What follows belongs to an exercise in optimizing a design on an open flow for small area, a short achievable clock period and few clock cycles per item; a production flow would make more cautious choices. Only simulation tests tie the RTL to the original design; equivalence was not proved.

Setup of run A:
// joint_angle_cosine
module joint_angle_cosine (
    input  logic                         i_clk,
    input  logic                         i_rst_n,
    input  logic                         i_pt_valid,
    output logic                         o_pt_ready,
    input  logic signed [COORD_BITS-1:0] i_end1_x,
    input  logic signed [COORD_BITS-1:0] i_end1_y,
    input  logic signed [COORD_BITS-1:0] i_end1_z,
    input  logic signed [COORD_BITS-1:0] i_vertex_x,
    input  logic signed [COORD_BITS-1:0] i_vertex_y,
    input  logic signed [COORD_BITS-1:0] i_vertex_z,
    input  logic signed [COORD_BITS-1:0] i_end2_x,
    input  logic signed [COORD_BITS-1:0] i_end2_y,
    input  logic signed [COORD_BITS-1:0] i_end2_z,
    output logic                         o_cos_valid,
    input  logic                         i_cos_ready,
    output logic signed [COS_BITS-1:0]   o_cos_cosine_q14,
    output logic                         o_cos_degenerate
);
Size: about 17000 cells after synthesis, roughly 3700 flip-flops.
export LEC_CHECK = 0
export CAP_MARGIN = 20
export CORE_MARGIN = 2
export CORE_UTILIZATION = 55
export CTS_BUF_LIST = sky130_fd_sc_hd__clkbuf_16
export CTS_CLUSTER_DIAMETER = 130
export CTS_CLUSTER_SIZE = 26
export SETUP_SLACK_MARGIN = 3.6
export SLEW_MARGIN = 20
export SYNTH_HIERARCHICAL = 1
create_clock -name core_clock -period 7.0 [get_ports {i_clk}]
run.sh (not shown) runs the stock make flow with config.mk's settings and CLKGATE_MAP_FILE= SYNTH_SCRIPT=/design/flow/synth_recipe.tcl, a recipe that flattens the netlist after the stock synthesis.
Testbench counts of run A, summed over its fixed seeds: cycles 4,124, items 4,000.
For run B, these inputs were changed with respect to run A:
Settings: CORE_UTILIZATION: 55 -> 45.
==> comparison <==
The cell count after synthesis was comparable across run B and run A.
Against run A, run B reports a non-clock buffer count that is lower.
Of run B and run A, run A shows the higher multi-input combinational area share, with run B below it.
Relative to run A, peak per-stage delay on the critical path has gone up in run B.
Edits applied to the flow inputs when going from run B to run C:
Settings: CORE_UTILIZATION now 55, was 45; CTS_CLUSTER_SIZE now 20, was 26; CTS_CLUSTER_DIAMETER now 100, was 130; SETUP_SLACK_MARGIN now 3.5, was 3.6.
--- outcome ---
Run C vs. run B: critical-path maximum fanout went down by 10; clock latency of the later-clocked register in the worst-skew pair closely matched the old numbers. Re number of unique standard cell types used by synthesis: no difference whatsoever between run C and run B. When run C is set beside run B, its overall die area turns out to be 18% smaller. Going from run B to run C, fmax lost 9.0 MHz. Against run B, routed wire length in run C rose slightly. Compared to run B, run C has total vias in the final route 413 lower. Final instance area (run C vs. run B) decreases slightly. Synthesized cell count: run B vs run C identical. For run C, the worst setup path endpoint was r_q_s29[0]$_DFF_P_, unlike run B, where it was r_R_s24[34]$_DFF_P_.
Changes in run D relative to run C:
Settings: removing CTS_BUF_LIST (formerly sky130_fd_sc_hd__clkbuf_16); changing SETUP_SLACK_MARGIN from 3.5 to 3.3; removing CTS_CLUSTER_DIAMETER (formerly 100); removing CTS_CLUSTER_SIZE (formerly 20).
Notes after the runs:
Run D vs run C, cell area went up by 1.9%. In run D relative to run C, filler-free cell count of the finished design had gone up slightly. Run D leaves less setup margin than run C. Of the two values seen for cell type of the slowest stage on the worst timing path, xnor2_1 was produced by run D and dfxtp_4 by run C. Run C: flow completed, timing, DRC and antenna clean. Run D completed end to end with timing, DRC and antenna clean. Run C and run D ended up with roughly the same aggregate routed wire length. Fmax on run D is down relative to run C.
[inputs] run E vs run D
Settings: changing SETUP_SLACK_MARGIN from 3.3 to 3.6; changing CORE_UTILIZATION from 55 to 38; setting CTS_BUF_LIST to sky130_fd_sc_hd__clkbuf_16 for the first time; setting CTS_CLUSTER_DIAMETER to 130 for the first time; setting CTS_CLUSTER_SIZE to 26 for the first time.
Notes after the runs:
Run E completed; timing, DRC and antenna clean. Between run E and run D, the design area figures differ only marginally. Looking only at met3 track utilization from global routing, and setting everything else aside, the lower value of run E and run D goes to run E. Lower die area was reported by run D, not run E. [compare] base=run D new=run E: number of nets in the final layout shows an increase of 102; area of the multi-input gates moved up.

* * *

joint_angle_cosine again, from the RTL that the note above started with.
export LEC_CHECK = 0
export CAP_MARGIN = 20
export CORE_MARGIN = 2
export CORE_UTILIZATION = 55
export CTS_BUF_LIST = sky130_fd_sc_hd__clkbuf_16
export CTS_CLUSTER_DIAMETER = 110
export CTS_CLUSTER_SIZE = 22
export SETUP_SLACK_MARGIN = 3.8
export SLEW_MARGIN = 20
export SYNTH_HIERARCHICAL = 1
create_clock -name core_clock -period 7.0 [get_ports {i_clk}]
The first run went through all stages and came out clean.
Testbench counts at the start, summed over its fixed seeds: cycles 4,124, items 4,000.
Next try:
--- a/flow/config.mk
+++ b/flow/config.mk
@@ -12,5 +12,5 @@
 export CTS_CLUSTER_DIAMETER = 110
 export CTS_CLUSTER_SIZE = 22
-export SETUP_SLACK_MARGIN = 3.8
+export SETUP_SLACK_MARGIN = 3.6
 export SLEW_MARGIN = 20
 export SYNTH_HIERARCHICAL = 1
What happened:
- area after synthesis does not change
- die area does not change
- setup slack got worse by 53 ps
- first-iteration DRC count is higher by 2.6%
- wire length is lower by 4.4%
- via count is lower by 1.9%
- sequential cell count does not change

* * *

rev 12:
joint_angle_cosine, a different RTL version from the one above (not shown whole).
Size in the first run: ~3,700 flip-flops, ~170 I/O pins, roughly 200,000 um^2 of cells after synthesis.
==> flow/config.mk <==
export PLATFORM = sky130hd
export DESIGN_NAME = joint_angle_cosine
export DESIGN_NICKNAME = joint_angle_cosine
export VERILOG_FILES = /design/flow/design.v
export SDC_FILE = /design/flow/constraint.sdc
export NUM_CORES = 4
export LEC_CHECK = 0
export CAP_MARGIN = 20
export CORE_MARGIN = 2
export CORE_UTILIZATION = 55
export SETUP_SLACK_MARGIN = 3.3
export SLEW_MARGIN = 20
==> flow/constraint.sdc <==
create_clock -name core_clock -period 7.0 [get_ports {i_clk}]
set_input_delay 1.4000 -clock core_clock [delete_from_list [all_inputs] [get_ports {i_clk}]]
set_output_delay 1.4000 -clock core_clock [all_outputs]
set_load 0.01 [all_outputs]
Rev 12 completed; timing, DRC and antenna clean
Testbench counts of rev 12, summed over its fixed seeds: cycles 4,124, items 4,000.
Setup changes, rev 12 to rev 13
Settings: setting CTS_BUF_LIST to sky130_fd_sc_hd__clkbuf_8 for the first time; setting CTS_CLUSTER_SIZE to 30 for the first time.
Notes after the runs:
- Rev 12 ended with every stage complete and zero timing, DRC or antenna violations.
- Rev 13: PASS, flow complete, no timing, DRC or antenna violations
- Achievable clock frequency, rev 13 vs rev 12: up slightly
- [compare] base=rev 12 new=rev 13: arrival time of the worst setup path picked up an extra 0.23 ns, met2 usage in global routing neither gained nor lost much.
- Diff rev 12..rev 13 | synthesized instance count | negligible
- Of rev 12 and rev 13, the run reporting the lower number of global-route vias before repair was rev 12.
- The sequential share of layout area of rev 13 and that of rev 12 are within noise of each other.
- In rev 13, the transition at the pin with the smallest max-transition slack came out 0.028 ns above the value in rev 12.
- Rev 13 against rev 12: cell count climbed 389, worst slew slack as a fraction of its limit dropped 1.9 points.
- Clock buffer count from CTS ends up lower on rev 12.

* * *

Another version of the RTL of joint_angle_cosine (not shown whole).
Size: ~18000 cells after synthesis, roughly 3700 flip-flops, ~170 I/O pins, roughly 200000 µm² of cells after synthesis.
export LEC_CHECK = 0
export CAP_MARGIN = 20
export CORE_MARGIN = 2
export CORE_UTILIZATION = 65
export CTS_BUF_LIST = sky130_fd_sc_hd__clkbuf_8
export SETUP_SLACK_MARGIN = 3.3
export SLEW_MARGIN = 20
create_clock -name core_clock -period 7.0 [get_ports {i_clk}]
Testbench counts at the start, summed over its fixed seeds: cycles 4,124, items 4,000.
Edit:
- CORE_UTILIZATION: 65 -> 55
- CTS_BUF_LIST: sky130_fd_sc_hd__clkbuf_8 -> default
Outcome: Area after synthesis does not change. Hold slack improves by 0.014 ns. Non-clock buffer count drops by 8.

separate check: timing with driven ports:
The flow's constraints put no driver on any port. The routed layouts listed below were extracted and timed again, unchanged, in two steps. Step 1, drivers: a clkbuf_16 drives i_clk and a buf_2 each remaining input, both assumed. Step 2 also shifts input and output timing later by t, the mid clock arrival at the registers, as if the neighbouring blocks saw the same clock. Three values: ideal, step 1, step 2; two values: the first two.
run	shift t [ns]	setup slack, ns	latest minus earliest clock arrival (ns)	pins driven straight from the clock port
run A	1.020	3.470 / 3.470 / 2.981	0.104 / 0.104	1
run B	1.034	3.483 / 3.483 / 2.776	0.100 / 0.100	1
run C	1.023	3.368 / 3.368 / 2.726	0.075 / 0.076	1
run D	1.050	3.298 / 3.298 / 2.624	0.057 / 0.056	1
run E	1.034	3.579 / 3.579 / 2.987	0.148 / 0.147	1
the first run of note 2	1.034	3.482 / 3.482 / 3.140	0.083 / 0.083	1
the second run of note 2	1.031	3.429 / 3.429 / 2.969	0.090 / 0.090	1
rev 12	1.055	3.203 / 3.203 / 2.585	0.101 / 0.102	1
rev 13	1.264	3.215 / 3.215 / 2.433	0.113 / 0.113	1
the first run of note 4	1.252	3.355 / 3.347 / 2.389	0.104 / 0.104	1
the second run of note 4	1.047	3.372 / 3.372 / 2.607	0.096 / 0.096	1
After both steps every run listed still meets setup and hold. The setup slack of the first run of note 4, which loses most, moves by -0.008 ns with the drivers and by -0.966 ns with both steps.
